This is an optimization exercise on Yosys and OpenROAD, whose aim is small area, not a production implementation. Only simulation tests tie the RTL to the original design; equivalence was not proved. Power is estimated from default activity; no workload was simulated.

$ cat flow/flow/run.sh
#!/bin/bash
# Standard ORFS layout, with the port buffers made of the smallest buffer cell
# instead of the default pick. Every port still gets its own buffer.
set -euo pipefail
bash standard.sh "BUFFER_PORTS_ARGS=-buffer_cell sky130_fd_sc_hd__buf_1" finish > make_finish.log 2>&1
$ cat flow/standard.sh
#!/bin/bash
# synth_recipe.tcl (not shown) runs the flow's synth.tcl, then flattens the netlist and writes it again
# the make line also repeats each setting of config.mk as NAME=value (left out here)
make -C /OpenROAD-flow-scripts/flow DESIGN_CONFIG=/design/flow/config.mk WORK_HOME=/design/flow/orfs CLKGATE_MAP_FILE= SYNTH_SCRIPT=/design/flow/synth_recipe.tcl "${@:-finish}"
$ cat flow/config.mk
export PLATFORM = sky130hd
export DESIGN_NAME = fetch_unit
export DESIGN_NICKNAME = fetch_unit
export VERILOG_FILES = /design/flow/design.v
export SDC_FILE = /design/flow/constraint.sdc
export NUM_CORES = 4
export LEC_CHECK = 0
export CAP_MARGIN = 0
export CORE_MARGIN = 2
export CORE_UTILIZATION = 60
export CTS_BUF_LIST = sky130_fd_sc_hd__clkbuf_16
export CTS_CLUSTER_DIAMETER = 120
export CTS_CLUSTER_SIZE = 28
export SLEW_MARGIN = 0
$ cat flow/constraint.sdc
create_clock -name core_clock -period 6.0 [get_ports {clock}]
set_input_delay 1.2000 -clock core_clock [delete_from_list [all_inputs] [get_ports {clock}]]
set_output_delay 1.2000 -clock core_clock [all_outputs]
set_load 0.01 [all_outputs]
$ cat flow/design.v
package fetch_pkg;
    localparam int xlen = 32;
    localparam int line_bits = 64;
    localparam logic [xlen-1:0] nop_inst = 32'h0000_0013;
    typedef struct packed {
        logic [xlen-1:0] inst;
        logic [xlen-1:0] pc;
        logic [xlen-1:0] npc;
        logic            valid;
    } fetch_packet_t;
    typedef struct packed {
        logic [line_bits-1:0] data;
        logic                 valid;
    } icache_rsp_t;
    typedef struct packed {
        logic            req;
        logic [xlen-1:0] pc;
    } redirect_t;
endpackage
`timescale 1ns/1ps
module fetch_unit #(
    parameter int                          BUF_DEPTH      = 8,
    parameter int                          DECODE_CREDITS = 4,
    parameter logic [fetch_pkg::xlen-1:0]  RESET_PC       = '0
) (
    input  logic                       clock,
    input  logic                       reset,
    input  fetch_pkg::redirect_t       resolved_branch,
    input  fetch_pkg::redirect_t       predicted_branch,
    input  fetch_pkg::icache_rsp_t     icache_rsp,
    input  logic                       credit_return,
    output logic                       icache_req,
    output logic [fetch_pkg::xlen-1:0] icache_addr,
    output fetch_pkg::fetch_packet_t   issue_packet
);
    localparam int xlen  = fetch_pkg::xlen;
    localparam int idx_w = $clog2(BUF_DEPTH);
    localparam int crd_w = $clog2(DECODE_CREDITS + 1);
    logic [xlen-1:0]  inst_q [0:BUF_DEPTH-1];
    logic [xlen-1:0]  pc_q   [0:BUF_DEPTH-1];
    logic [BUF_DEPTH:0] occ;
    logic             busy;
    logic             held;
    logic [crd_w-1:0] used;
    logic             issue_valid;
    logic             flush;
    logic             fetch_start;
    logic             stay;
    logic [xlen-1:0]  start_pc;
    logic             pop;
    logic             live;
    logic             empty;
    logic             hi_half;
    logic             lo_half;
    logic [xlen-1:0]  out_pc;
    assign flush = resolved_branch.req;
    assign fetch_start = !reset && !busy && (|occ[BUF_DEPTH-1:0]);
    assign stay        = reset || busy || occ[BUF_DEPTH];
    logic            inc;
    logic [xlen-1:0] seq_pc;
    assign inc    = fetch_start && !held;
    assign seq_pc = {pc_q[0][xlen-1:2] + (xlen-2)'(inc), pc_q[0][1:0]};
    logic sel_res, sel_pred, sel_seq;
    assign sel_res  = !reset && resolved_branch.req;
    assign sel_pred = !resolved_branch.req && predicted_branch.req && inc;
    assign sel_seq  = !reset && !resolved_branch.req && !(predicted_branch.req && inc);
    assign start_pc = (resolved_branch.pc & {xlen{sel_res}})
                    | (predicted_branch.pc & {xlen{sel_pred}})
                    | (seq_pc & {xlen{sel_seq}})
                    | (RESET_PC & {xlen{reset}});
    assign icache_req  = fetch_start;
    assign icache_addr = {start_pc[xlen-1:3], 3'b000};
    always_ff @(posedge clock) begin
        if (reset) begin
            busy <= 1'b0;
            held <= 1'b1;
        end else begin
            if (fetch_start) begin
                busy <= 1'b1;
                held <= 1'b0;
            end else begin
                if (icache_rsp.valid) busy <= 1'b0;
                if (resolved_branch.req) held <= 1'b1;
            end
        end
    end
    assign hi_half = pc_q[0][2];
    always_ff @(posedge clock) begin
        lo_half <= !start_pc[2];
    end
    always_ff @(posedge clock) begin
        pc_q[0] <= start_pc;
    end
    always_ff @(posedge clock) begin
        inst_q[0] <= (icache_rsp.data[2*xlen-1:xlen] & {xlen{icache_rsp.valid && hi_half}})
                   | (icache_rsp.data[xlen-1:0] & {xlen{icache_rsp.valid && lo_half}})
                   | (inst_q[0] & {xlen{!busy}});
    end
    always_ff @(posedge clock) begin
        for (int k = 1; k < BUF_DEPTH; k++) begin
            pc_q[k]   <= (pc_q[k-1] & {xlen{fetch_start}})   | (pc_q[k] & {xlen{stay}});
            inst_q[k] <= (inst_q[k-1] & {xlen{fetch_start}}) | (inst_q[k] & {xlen{stay}});
        end
    end
    assign live  = busy && !held;
    assign empty = occ[0] || (occ[1] && live);
    assign pop   = !empty && !used[crd_w-1] && !flush;
    always_ff @(posedge clock) begin
        if (reset) begin
            occ <= (BUF_DEPTH+1)'(1);
        end else if (flush) begin
            occ <= fetch_start ? (BUF_DEPTH+1)'(2) : (BUF_DEPTH+1)'(1);
        end else if (fetch_start && !pop) begin
            occ <= {occ[BUF_DEPTH-1:0], 1'b0};
        end else if (pop && !fetch_start) begin
            occ <= {1'b0, occ[BUF_DEPTH:1]};
        end
    end
    always_ff @(posedge clock) begin
        if (reset) begin
            used <= '0;
        end else begin
            case ({pop, credit_return})
                2'b10:   used <= used + 1'b1;
                2'b01:   used <= used - 1'b1;
                default: used <= used;
            endcase
        end
    end
    always_ff @(posedge clock) begin
        if (reset) begin
            issue_valid <= 1'b0;
        end else begin
            issue_valid <= pop;
        end
    end
    logic [xlen-1:0] out_inst;
    always_comb begin
        out_pc   = '0;
        out_inst = '0;
        for (int k = 0; k < BUF_DEPTH; k++) begin
            out_pc   = out_pc   | (pc_q[k]   & {xlen{occ[k]}});
            out_inst = out_inst | (inst_q[k] & {xlen{occ[k]}});
        end
    end
    always_comb begin
        issue_packet.inst  = out_inst;
        issue_packet.pc    = out_pc;
        issue_packet.npc   = out_pc + 32'd4;
        issue_packet.valid = issue_valid;
    end
endmodule
==> impl_metrics.yaml, run 1 <==
outcome:
  status: "timing/DRC/antenna clean"
critical_path:
  cpMaxStageDelayCell: "dfxtp_2"
  path_class: "reg2out"
  critPathMaxStageDelay_ns: 0.81
  worstPathArrival_ns: 4.01
  reg2reg_from: "occ[5]"
  path_cells: "nor4_1 -> a211o_2 -> nor2_2 -> ha_1 -> ha_1 -> nand2_1 -> nor4_4 -> nand4_1 -> nor2_1 -> xnor2_1 -> o21ai_0 -> buf_1"
  critical_path.top_delay_family: "simple AND/OR/NAND/NOR gates"
  crit_path_start_kind: "flip-flop"
  cpMostUsedCell: "ha_1"
  r2r_cells: 6
  reg2reg_slack_ns: 2.50
  crit_required_ns: 4.80
  endpoint_kind: "primary output"
  crit_buf_inv: 1
  rr_endpoint: "inst_q[5][12]"
  path_max_fanout: 24
route:
  routedWlPerCell_um: 21.06
  post_drt_via_cell_ratio: 6.616
  vias: 16395
  drc_errors: 0
  drtAntennaViolNets: 0
  dr.pass1.iters: 5
  drt-initial-drc-count: 1578
  drt_wl_total_um: 52180
clock_tree:
  clkTransAtPathRegs_ns: 0.10
  post_cts_resize_count: 0
  cts-htree-levels: 1
  cts_sinks: 528
  clk_latency_ns: 0.56
  numCtsBuffers: 22
  cts_setup_buffers: 0
  clk_path_buf_depth: 3
  cts_tree: "built"
  cts_hold_buf: 0
  clockRootBuffer: "clkbuf_16"
sta:
  hold_viol_final: 0
  drv_slew: 0
  finalCritPeriodShare_pct: 86.80
  grt_setup_unrepaired: "no"
  setup_viol: 0
  slew_headroom_pct: 25.45
  fmax_mhz: 192.0
  setup_ws_ns: 0.7918
  skew_ns: 0.01850
  tightest_slew_ns: 1.113
  setup-tns-final_ns: 0
  min_period_ns: 5.208
cells_and_area:
  area_growth_pct: 6.715
  n_fill_cell: 2803
  finalNetCount: 2169
  drive_gt1_share_pct: 4.089
  diodes: 0
logic_synthesis:
  synth_top_cell_area_share_pct: 51.99
  syn_area_per_cell_sq_um: 10.51
  synth_area_leaders: "dfxtp_1 (52%), a22o_1 (18%), a22oi_1 (12%), nand4_1 (2.5%), o21ai_0 (2.2%)"
  yosysWarnings: 3
  synth_seq_cells: 528
  synth_largest_area_cell: "dfxtp_1"
  synth_cells: 1935
  ys_types: 52
  ys.flop_type: "dfxtp_1"
  synth_area_sq_um: 20330
  async_reset_ff_share_pct: 0
  synth_edf_count: 0
  seq_area_frac_synth_pct: 51.99
power:
  net-switching-power_mw: 3.593
  ir_drop_mv: 0.2789
  power_mw: 10.39
  internal-power_mw: 6.794
  p_sw_share_pct: 34.59
  p_comb_share_pct: 26.6
  leakage_nw: 7.971
  power_per_cell_area_nw_per_um2: 478.8
  p_clk_share_pct: 17.2
  seq_power_share_pct: 56.2
min_path:
  hold_class: "reg2reg"
  min_to: "inst_q[0][14]"
  min_path_cells: 2
  min-delay-start: "inst_q[0][14]"
floorplanning:
  io_pins: 264
  core_area_sq_um: 33450
  initial_core_util_pct: 60.78
  rows: 67
  die-height_um: 188.1
  dieWidth_um: 188.1
  die-area_sq_um: 35370
place:
  portBuffers: 260
  gp_congestion: 0.7814
  dpl.hpwl_um: 30210
  post-place-ws_ns: 0.9104
global_routing:
  gr-usage-all-layers_pct: 28.08
  grt_max_degree: 207
  grt_pass1_vias: 15147
  grt_pass1_wl_um: 82340
  antenna_found_initial: 0
  overflow: 0
run:
  cap_violations: 0
Yosys cell counts (all sizes together), types with 2 or more instances:
cell    instances
xor2           21
a22o          414
nor2           29
and3            8
and2            4
clkbuf        110
nor2b           4
a22oi         319
nand4          83
and4            2
ha              4
xnor2          36
nand2          54
a21oi           8
dfxtp         528
o21ai          96
o22ai           4
or3             3
inv            43
nor4            5
a222oi          4
buf           109
nor3           12
nand3          23
cell usage in the layout (no fill, tap or decap), drive strengths merged, types with 12 or more instances in the layout:
cell	instances
inv	43
nand4	83
a22o	414
clkbuf	23
xnor2	36
nor3	12
xor2	21
nand3	23
buf	288
o21ai	96
a22oi	319
nand2	54
nor2	29
dfxtp	528
per-stage QoR:
stage	hold WS [ns]	std cells	util [%]	area, sq um
2_1_floorplan	0.4429	1937	-	20340
3_3_place_gp	0.4563	2454	63.05	21090
5_1_grt	0.4986	2478	64.86	21690
4_1_cts	0.4786	2478	64.86	21690
3_5_place_dp	0.4549	2454	63.05	21090
6_report	0.4780	2478	64.86	21690
layer usage:
metal	global-route usage (%)	share of wire [%]	up-vias
met5	0	0	-
met1	40.59	45	8047
li1	-	-	7616
met4	5.482	1.5	0
met2	45.36	46	665
met3	3.575	7.3	67
worst max path at each step:
stage,start,end,slack [ns],cells after the start
final,occ[5],icache_addr[28],0.79,12
after global routing,occ[5],icache_addr[26],0.50,12
after CTS,occ[5],icache_addr[28],0.74,12
after detailed placement,reset,icache_addr[28],0.91,13
after global placement,reset,icache_addr[28],0.95,13
after floorplan,reset,icache_addr[26],1.40,12
worst min-delay path, stage by stage, from the launching register on:
cell and delay, ns:
dfxtp_1 0.33, inv_1 0.06, o21ai_0 0.06
sequential cells by signal, indices dropped and copies added, names as in the netlist:
signal       count
busy             1
used             3
inst_q         256
held             1
issue_valid      1
lo_half          1
pc_q           256
occ              9
layout make-up:
cell class	instances	area (sq um)	area share, %
repair buffers	288	1224	5.640
inverters	43	168.9	0.7786
multi-input cells	1147	8554	39.43
clock buffers	23	575.6	2.653
well taps	448	560.5	2.584
flip-flops and latches	528	10580	48.77
clock inverters	1	30.03	0.1384
cells by family after synthesis:
group	count (synthesis)	synth area share (%)
buffers and inverters	262	6.001
AND/OR/NAND/NOR	233	6.487
AO/OA/AOI/OAI	849	32.70
XOR/XNOR	57	2.456
adder cells (fa/ha/maj)	5	0.3447
other	1	0.01845
flip-flops	528	51.99
power by group through the flow:
stage	clock, mW	combinational (mW)	sequential [mW]
global route	1.94	3.04	5.99
detailed placement	0	2.76	5.86
floorplan	0	2.17	5.55
CTS	1.82	2.77	5.80
global placement	0	2.69	5.84
finish	1.78	2.77	5.84
==> run 2: changes to the inputs <==
--- a/flow/design.v
+++ b/flow/design.v
@@ -34,12 +34,12 @@
     output fetch_pkg::fetch_packet_t   issue_packet
 );
     localparam int xlen  = fetch_pkg::xlen;
-    localparam int idx_w = $clog2(BUF_DEPTH);
     localparam int crd_w = $clog2(DECODE_CREDITS + 1);
     logic [xlen-1:0]  inst_q [0:BUF_DEPTH-1];
     logic [xlen-1:0]  pc_q   [0:BUF_DEPTH-1];
     logic [BUF_DEPTH:0] occ;
     logic             busy;
+    logic             idle;
     logic             held;
     logic [crd_w-1:0] used;
     logic             issue_valid;
@@ -72,6 +72,15 @@
     assign icache_addr = {start_pc[xlen-1:3], 3'b000};
     always_ff @(posedge clock) begin
         if (reset) begin
+            idle <= 1'b1;
+        end else if (fetch_start) begin
+            idle <= 1'b0;
+        end else if (icache_rsp.valid) begin
+            idle <= 1'b1;
+        end
+    end
+    always_ff @(posedge clock) begin
+        if (reset) begin
             busy <= 1'b0;
             held <= 1'b1;
         end else begin
@@ -94,7 +103,7 @@
     always_ff @(posedge clock) begin
         inst_q[0] <= (icache_rsp.data[2*xlen-1:xlen] & {xlen{icache_rsp.valid && hi_half}})
                    | (icache_rsp.data[xlen-1:0] & {xlen{icache_rsp.valid && lo_half}})
-                   | (inst_q[0] & {xlen{!busy}});
+                   | (inst_q[0] & {xlen{idle}});
     end
     always_ff @(posedge clock) begin
         for (int k = 1; k < BUF_DEPTH; k++) begin
--- a/flow/config.mk
+++ b/flow/config.mk
@@ -11,4 +11,5 @@
 export CTS_BUF_LIST = sky130_fd_sc_hd__clkbuf_16
 export CTS_CLUSTER_DIAMETER = 120
 export CTS_CLUSTER_SIZE = 28
+export PLACE_DENSITY = 0.75
 export SLEW_MARGIN = 0
==> impl_metrics.yaml, run 2 <==
outcome:
  status: "timing/DRC/antenna clean"
floorplanning:
  initial_core_util_pct: 60.68
  core_area_sq_um: 33360
  die-height_um: 187.7
  dieWidth_um: 187.7
  rows: 67
  io_pins: 264
  die-area_sq_um: 35230
place:
  place_area_sq_um: 20990
  post-place-ws_ns: 0.7331
  dp.cells: 2397
  dpl.hpwl_um: 28680
  gp_congestion: 0.7977
  portBuffers: 260
sta:
  skew_ns: 0.01059
  slew_headroom_pct: 26.31
  drv_slew: 0
  setup-tns-final_ns: 0
  fmax_mhz: 187.7
  setup_viol: 0
  holdWs_ns: 0.4851
  finalCritPeriodShare_pct: 88.81
  hold_viol_final: 0
  grt_setup_unrepaired: "no"
  setup_ws_ns: 0.6716
  tightest_slew_ns: 1.105
  min_period_ns: 5.328
critical_path:
  crit_path_start_kind: "flip-flop"
  crit_buf_inv: 2
  cpMostUsedCell: "ha_1"
  crit_required_ns: 4.80
  endpoint_kind: "primary output"
  path_max_fanout: 18
  worstPathArrival_ns: 4.13
  critPathMaxStageDelay_ns: 0.66
  path_cells: "nor4_1 -> a211o_1 -> buf_4 -> nor2_1 -> ha_1 -> ha_1 -> nand3_2 -> or4_4 -> nor2_2 -> nand3_1 -> xor2_1 -> o21ai_0 -> buf_1"
  critical_path.top_delay_family: "simple AND/OR/NAND/NOR gates"
  cpMaxStageDelayCell: "dfxtp_2"
  path_class: "reg2out"
logic_synthesis:
  synth_seq_cells: 529
  yosysWarnings: 3
  yosysMostFrequentCell: "dfxtp_1"
  synth_edf_count: 0
  synth_top_cell_area_share_pct: 52.31
  synth_area_sq_um: 20250
  async_reset_ff_share_pct: 0
  synth_cells: 1881
  yosys-top-cells-count: "dfxtp_1 (529), a22o_1 (445), a22oi_1 (285)"
  seq_area_frac_synth_pct: 52.31
  synth_largest_area_cell: "dfxtp_1"
  syn_area_per_cell_sq_um: 10.76
  ys.flop_type: "dfxtp_1"
  synth_area_leaders: "dfxtp_1 (52%), a22o_1 (19%), a22oi_1 (11%), nand4_1 (2.5%), clkbuf_1 (1.9%)"
  ys_types: 46
route:
  drt_wl_total_um: 50870
  vias: 16209
  top_layer_used: "met4"
  post_drt_via_cell_ratio: 6.695
  wl_met1_um: 23190
  met3_wirelength_um: 3649
  drtAntennaViolNets: 0
  routedWlPerCell_um: 21.01
  drc_errors: 0
  dr.pass1.iters: 6
  drt-initial-drc-count: 1906
  wl_met2_um: 23110
cells_and_area:
  area_growth_pct: 6.563
  fin_cells: 2421
  drive_gt1_share_pct: 3.700
  largestRegisters: "inst_q: 256 flops, pc_q: 256 flops, occ: 9 flops"
  diodes: 0
  finalNetCount: 2112
  post-route-cell-area_sq_um: 21570
  final_common_cell: "dfxtp_1"
  mostFrequentLayoutCells: "dfxtp_1 (521), a22o_1 (445), a22oi_1 (285), buf_1 (260), nand4_1 (81)"
global_routing:
  grt_max_degree: 263
  grt_pass1_vias: 14899
  grt_pass1_wl_um: 80750
  overflow: 0
  antenna_found_initial: 0
  gr-usage-all-layers_pct: 27.44
power:
  p_comb_share_pct: 27.2
  p_clk_share_pct: 16.6
  p_sw_share_pct: 34.39
  net-switching-power_mw: 3.574
  power_per_cell_area_nw_per_um2: 481.8
  internal-power_mw: 6.820
  leakage_nw: 7.948
  ir_drop_mv: 0.3303
  seq_power_share_pct: 56.2
clock_tree:
  cts_hold_buf: 0
  clockRootBuffer: "clkbuf_16"
  clkTransAtPathRegs_ns: 0.10
  cts_sinks: 529
  clk_latency_ns: 0.56
  post_cts_resize_count: 0
  cts-htree-levels: 1
  cts_tree: "built"
  numCtsBuffers: 22
  clk_path_buf_depth: 3
  cts_setup_buffers: 0
min_path:
  hold_class: "reg2reg"
run:
  cap_violations: 0
run 2: power by group through the flow:
stage | Combinational (mW) | Sequential, mW | Clock (mW)
3_5_place_dp | 2.81 | 5.85 | 0
4_1_cts | 2.83 | 5.80 | 1.77
6_report | 2.82 | 5.84 | 1.73
5_1_grt | 3.09 | 5.99 | 1.89
2_1_floorplan | 2.22 | 5.57 | 0
3_3_place_gp | 2.74 | 5.84 | 0
run 2: cells by family after synthesis:
logic type / share of synthesized area [%]
xor gates and xnor gates: 2.466
adders and majority gates: 0.3461
DFF: 52.31
buffers and inverters: 6.050
AOI/OAI and AO/OA: 33.00
and+or+nand+nor: 5.809
other: 0.01852
run 2: layout make-up:
type	count	area, sq um
Multi-Input combinational cell	1090	8459
Timing Repair Buffer	284	1194
Tap cell	448	560.5
Inverter	46	180.2
Clock buffer	23	575.6
Clock inverter	1	5.005
Fill cell	2716	11790
Sequential cell	529	10600
run 2: stage by stage:
stage          util [%]  power [mW]
3_3_place_gp      62.92       8.577
5_1_grt           64.66       10.97
3_5_place_dp      62.92       8.666
6_report          64.66       10.39
4_1_cts           64.66       10.40
2_1_floorplan         -       7.789
run 2: path summary, 6_finish.rpt:
path / from / endpoint / slack [ns] / cells past startpoint
max: occ[7] / icache_addr[24] / 0.67 / 13
max reg2reg: occ[7] / pc_q[0][24] / 2.51 / 12
min: pc_q[7][27] / pc_q[7][27] / 0.49 / 1
min reg2reg: pc_q[7][27] / pc_q[7][27] / 0.49 / 1
run 2: metal layers:
| metal | vias up | global-route usage (%) |
|---|---|---|
| met4 | 0 | 6.814 |
| met1 | 7926 | 39.90 |
| met2 | 702 | 43.32 |
| met3 | 62 | 3.631 |
| met5 | - | 0 |
| li1 | 7519 | - |
==> run 3: changes to the inputs <==
--- a/flow/config.mk
+++ b/flow/config.mk
@@ -11,5 +11,4 @@
 export CTS_BUF_LIST = sky130_fd_sc_hd__clkbuf_16
 export CTS_CLUSTER_DIAMETER = 120
 export CTS_CLUSTER_SIZE = 28
-export PLACE_DENSITY = 0.75
 export SLEW_MARGIN = 0
==> impl_metrics.yaml, run 3 <==
route:
  drt_wl_total_um: 50340
  drt-initial-drc-count: 1714
  vias: 16014
  drc_errors: 0
  post_drt_via_cell_ratio: 6.617
  routedWlPerCell_um: 20.80
  drtAntennaViolNets: 0
  dr.pass1.iters: 6
run:
  cap_violations: 0
logic_synthesis:
  synth_edf_count: 0
  async_reset_ff_share_pct: 0
  synth_top_cell_area_share_pct: 52.31
  yosysWarnings: 3
  seq_area_frac_synth_pct: 52.31
  yosys-top-cells-count: "dfxtp_1 (529), a22o_1 (445), a22oi_1 (285)"
  synth_area_sq_um: 20250
  synth_cells: 1881
  synth_area_leaders: "dfxtp_1 (52%), a22o_1 (19%), a22oi_1 (11%), nand4_1 (2.5%), clkbuf_1 (1.9%)"
  ys_types: 46
  yosysMostFrequentCell: "dfxtp_1"
  ys.flop_type: "dfxtp_1"
  synth_seq_cells: 529
  syn_area_per_cell_sq_um: 10.76
  synth_largest_area_cell: "dfxtp_1"
critical_path:
  endpoint_kind: "primary output"
  critical_path.top_delay_family: "simple AND/OR/NAND/NOR gates"
  path_class: "reg2out"
  worstPathArrival_ns: 4.13
  critPathMaxStageDelay_ns: 0.78
  crit_required_ns: 4.80
  path_cells: "nor4_1 -> a211o_1 -> nor2_1 -> ha_1 -> ha_1 -> nand3_2 -> or4_4 -> nor2_2 -> nand4_1 -> xor2_1 -> o21ai_0 -> buf_1"
  crit_path_start_kind: "flip-flop"
  cpMostUsedCell: "ha_1"
  path_max_fanout: 24
  cpMaxStageDelayCell: "dfxtp_2"
  crit_buf_inv: 1
global_routing:
  grt_pass1_wl_um: 80390
  globalRouteMet1Util_pct: 40.83
  met2_usage_pct: 42.92
  grt_max_degree: 252
  overflow: 0
  grt_pass1_vias: 14554
  antenna_found_initial: 0
  gr-usage-all-layers_pct: 27.49
  grt.met3_usage_pct: 3.126
  grt-busiest-layer: "met2"
clock_tree:
  clkTransAtPathRegs_ns: 0.10
  cts-htree-levels: 1
  cts_setup_buffers: 0
  cts_tree: "built"
  cts_hold_buf: 0
  cts_sinks: 529
  clk_path_buf_depth: 3
  post_cts_resize_count: 0
  clk_latency_ns: 0.56
  clockRootBuffer: "clkbuf_16"
  numCtsBuffers: 22
power:
  leakage_nw: 7.944
  power_per_cell_area_nw_per_um2: 481.7
  ir_drop_mv: 0.3436
cells_and_area:
  final_core_util_pct: 64.64
  final_common_cell: "dfxtp_1"
  n_fill_cell: 2772
  largestRegisters: "inst_q: 256 flops, pc_q: 256 flops, occ: 9 flops"
  post-route-cell-area_sq_um: 21570
  drive_gt1_share_pct: 3.651
  mostFrequentLayoutCells: "dfxtp_1 (521), a22o_1 (445), a22oi_1 (285), buf_1 (260), nand4_1 (81)"
  finalNetCount: 2111
  area_growth_pct: 6.526
  diodes: 0
outcome:
  status: "timing/DRC/antenna clean"
sta:
  finalCritPeriodShare_pct: 88.90
  min_period_ns: 5.334
  setup-tns-final_ns: 0
  setup_viol: 0
  drv_slew: 0
  skew_ns: 0.01172
  holdWs_ns: 0.4837
  tightest_slew_ns: 1.151
  fmax_mhz: 187.5
  grt_setup_unrepaired: "no"
  hold_viol_final: 0
  slew_headroom_pct: 23.25
floorplanning:
  core_area_sq_um: 33360
  initial_core_util_pct: 60.68
  io_pins: 264
  die-height_um: 187.7
  rows: 67
  dieWidth_um: 187.7
  die-area_sq_um: 35230
place:
  portBuffers: 260
  gp_congestion: 0.7621
  place_area_sq_um: 20990
  dpl.hpwl_um: 28150
min_path:
  hold_class: "reg2reg"
run 3: changes by cell type in the layout (fill, tap and decap cells not counted), sizes merged:
| cell | change |
|---|---|
| buf | -1 |
run 3: layer usage:
layer / routed length (um) / share of wire [%] / up-vias
met2: 22610 / 45 / 554
met3: 3115 / 6.2 / 67
met1: 23580 / 47 / 7874
li1: - / - / 7519
met5: 0 / 0 / -
met4: 1035 / 2.1 / 0
run 3: cells by family after synthesis:
family | share of synthesized area (%)
XOR/XNOR | 2.466
AND/OR/NAND/NOR | 5.809
other | 0.01852
buffers and inverters | 6.050
flip-flops | 52.31
AO/OA/AOI/OAI | 33.00
adder cells (fa/ha/maj) | 0.3461
run 3: where the power goes:
part	switching, mW	internal (mW)	leakage [nW]
clock network	1.05	0.692	0.287
logic	1.48	1.32	3.31
registers	1.03	4.80	4.35
run 3: worst paths after layout:
kind | start | end | slack, ns | cells past startpoint
worst max-delay path | occ[5] | icache_addr[26] | 0.67 | 12
worst min-delay path | pc_q[7][24] | pc_q[7][24] | 0.48 | 1
worst max register to register | occ[5] | pc_q[0][28] | 2.51 | 11
worst min register to register | pc_q[7][24] | pc_q[7][24] | 0.48 | 1
run 3: layout make-up:
type / count / area (sq um) / share of cell area, %
flip-flops and latches: 529 / 10600 / 49.15
multi-input cells: 1090 / 8459 / 39.22
repair buffers: 283 / 1186 / 5.500
clock buffers: 23 / 575.6 / 2.669
clock inverters: 1 / 5.005 / 0.02321
inverters: 46 / 180.2 / 0.8354
well taps: 448 / 560.5 / 2.599
run 3: metrics by stage:
stage	setup WS, ns	power (mW)	cells
floorplan	1.210	7.789	1883
global placement	0.7946	8.591	2396
detailed placement	0.7453	8.660	2396
CTS	0.6547	10.40	2420
global route	0.3591	10.98	2420
finish	0.6661	10.39	2420
==> run 4: changes to the inputs <==
==> flow/run.sh (new file) <==
#!/bin/bash
# synth_recipe.tcl (not shown) runs the flow's synth.tcl, then flattens the netlist and writes it again
# the make line also repeats each setting of config.mk as NAME=value (left out here)
make -C /OpenROAD-flow-scripts/flow DESIGN_CONFIG=/design/flow/config.mk WORK_HOME=/design/flow/orfs CLKGATE_MAP_FILE= SYNTH_SCRIPT=/design/flow/synth_recipe.tcl finish
removed: flow/flow/run.sh
removed: flow/standard.sh
==> impl_metrics.yaml, run 4 <==
outcome:
  status: "timing/DRC/antenna clean"
critical_path:
  path_cells: "clkdlybuf4s50_1 -> a211o_1 -> nor2_1 -> ha_2 -> ha_1 -> nand3_2 -> or4_4 -> or3_4 -> xor2_1 -> o21ai_1 -> clkdlybuf4s50_1"
  crit_path_start_kind: "input port"
  critical_path.top_delay_family: "simple AND/OR/NAND/NOR gates"
  endpoint_kind: "primary output"
  cpMaxStageDelayCell: "or4_4"
  path_max_fanout: 4
  crit_required_ns: 4.80
  crit_buf_inv: 2
  path_class: "in2out"
  cpMostUsedCell: "clkdlybuf4s50_1"
  worstPathArrival_ns: 4.62
  critPathMaxStageDelay_ns: 0.59
global_routing:
  grt_max_degree: 180
  grt_pass1_vias: 15070
  gr-usage-all-layers_pct: 27.55
  grt_pass1_wl_um: 81590
  overflow: 0
  antenna_found_initial: 0
floorplanning:
  io_pins: 264
  dieWidth_um: 187.7
  die-height_um: 187.7
  die-area_sq_um: 35230
  rows: 67
  initial_core_util_pct: 60.68
  core_area_sq_um: 33360
clock_tree:
  clkTransAtPathRegs_ns: 0.10
  clockRootBuffer: "clkbuf_16"
  cts-htree-levels: 1
  post_cts_resize_count: 0
  clk_latency_ns: 0.56
  clk_path_buf_depth: 3
  numCtsBuffers: 22
  cts_tree: "built"
  cts_sinks: 529
  cts_setup_buffers: 0
  cts_hold_buf: 0
logic_synthesis:
  synth_seq_cells: 529
  ys.flop_type: "dfxtp_1"
  synth_area_sq_um: 20250
  synth_area_leaders: "dfxtp_1 (52%), a22o_1 (19%), a22oi_1 (11%), nand4_1 (2.5%), clkbuf_1 (1.9%)"
  synth_cells: 1881
  async_reset_ff_share_pct: 0
  yosysWarnings: 3
  synth_edf_count: 0
  synth_largest_area_cell: "dfxtp_1"
  synth_top_cell_area_share_pct: 52.31
  yosys-top-cells-count: "dfxtp_1 (529), a22o_1 (445), a22oi_1 (285)"
  ys_types: 46
  yosysMostFrequentCell: "dfxtp_1"
  seq_area_frac_synth_pct: 52.31
  syn_area_per_cell_sq_um: 10.76
sta:
  fmax_mhz: 172.0
  setup_viol: 0
  slew_headroom_pct: 17.31
  min_period_ns: 5.816
  grt_setup_unrepaired: "no"
  finalCritPeriodShare_pct: 96.93
  setup_ws_ns: 0.1844
  setup-tns-final_ns: 0
  skew_ns: 0.01166
  tightest_slew_ns: 1.240
  hold_viol_final: 0
  holdWs_ns: 0.4860
  drv_slew: 0
route:
  drt_wl_total_um: 51300
  vias: 16171
  drt-initial-drc-count: 1760
  drtAntennaViolNets: 0
  routedWlPerCell_um: 21.16
  dr.pass1.iters: 8
  post_drt_via_cell_ratio: 6.671
  drc_errors: 0
power:
  power_per_cell_area_nw_per_um2: 465.0
  leakage_nw: 8.630
  ir_drop_mv: 0.3370
place:
  post-place-ws_ns: 0.06295
  portBuffers: 260
  gp_congestion: 0.7945
  dp.cells: 2400
  dpl.hpwl_um: 29070
cells_and_area:
  area_growth_pct: 14.68
  final_common_cell: "dfxtp_1"
  diodes: 0
  drive_gt1_share_pct: 3.897
  final_core_util_pct: 69.59
  fin_cells: 2424
  n_fill_cell: 2625
  largestRegisters: "inst_q: 256 flops, pc_q: 256 flops, occ: 9 flops"
  finalNetCount: 2115
  mostFrequentLayoutCells: "dfxtp_1 (521), a22o_1 (445), a22oi_1 (285), clkdlybuf4s50_1 (260), nand4_1 (81)"
run:
  cap_violations: 0
min_path:
  hold_class: "reg2reg"
run 4: kinds of logic (layout without fill, tap and decap cells):
kind of cell    after synthesis  in the layout  share of synthesized area, %
flops                       529            529                         52.31
xor+xnor                     57             57                         2.466
compound gates              817            817                         33.00
simple gates                208            208                         5.809
buf+inv                     264            357                         6.050
other cells                   1              3                       0.01852
fa+ha+maj                     5              5                        0.3461
run 4: routing by layer:
layer	track usage [%]	up-vias	routed length (um)
met4	6.118	0	735
met1	40.15	8003	23620
met2	43.96	573	23720
li1	-	7534	-
met3	3.350	61	3232
met5	0	-	0
run 4: path summary, 6_finish.rpt:
check | depth (start not counted) | startpoint | endpoint | slack [ns]
max | 11 | reset | icache_addr[20] | 0.18
min | 1 | inst_q[7][6] | inst_q[7][6] | 0.49
max reg2reg | 10 | occ[1] | used[2] | 2.84
min reg2reg | 1 | inst_q[7][6] | inst_q[7][6] | 0.49
run 4: where the power goes:
group / leakage [nW] / switching (mW) / internal (mW)
sequential: 4.35 / 1.02 / 4.80
clock: 0.287 / 1.04 / 0.692
combinational: 4.00 / 1.52 / 1.72
total: 8.63 / 3.58 / 7.22
run 4: worst register-to-register path, stage by stage (launching register included):
cell	delay (ns)
dfxtp_2	0.34
buf_4	0.30
buf_4	0.69
nand3b_1	0.28
nand2_1	0.22
ha_1	0.22
inv_1	0.06
fa_1	0.38
xor2_1	0.15
or3_1	0.31
a21oi_1	0.15
run 4: cell type report:
class / count / area [sq um] / share of cell area [%]
Multi-Input combinational cell: 1090 / 8467 / 36.47
Clock buffer: 23 / 575.6 / 2.479
Inverter: 46 / 180.2 / 0.7760
Clock inverter: 1 / 5.005 / 0.02156
Sequential cell: 529 / 10600 / 45.65
Tap cell: 448 / 560.5 / 2.414
Timing Repair Buffer: 287 / 2830 / 12.19
run 4: stage by stage:
step / cell area (sq um) / power (mW)
after global routing: 23220 / 11.37
after CTS: 23210 / 10.80
after floorplan: 20250 / 7.789
after detailed placement: 22630 / 9.069
final: 23220 / 10.80
after global placement: 22630 / 8.981

[afterwards: timing with drivers on the ports]
How much do the figures lean on ideal ports? The routed layouts below were timed once more, with nothing changed but the port constraints.
Step 1: set_driving_cell puts a clkbuf_16 on clock and a buf_2 on each other input, an assumption about the parent block.
Step 2 also shifts input and output timing later by t, the mid clock arrival at the registers, as if the neighbouring blocks saw the same clock.
Slacks: ideal ports / drivers / drivers and shift; pairs: ideal ports / drivers.
run	t (ns)	slack for setup (ns)	worst hold slack (ns)	worst slew at a driven data input, ns
run 1	0.606	0.792 / 0.739 / 0.877	0.478 / 0.478 / 0.478	0.08
run 2	0.602	0.672 / 0.619 / 0.670	0.485 / 0.485 / 0.485	0.07
run 3	0.611	0.666 / 0.611 / 0.732	0.484 / 0.484 / 0.484	0.04
run 4	0.604	0.184 / 0.164 / 0.164	0.486 / 0.486 / 0.486	0.05
After both steps every run listed still meets setup and hold. The setup slack of run 4, which loses most, moves by -0.020 ns with the drivers and by -0.020 ns with both steps.
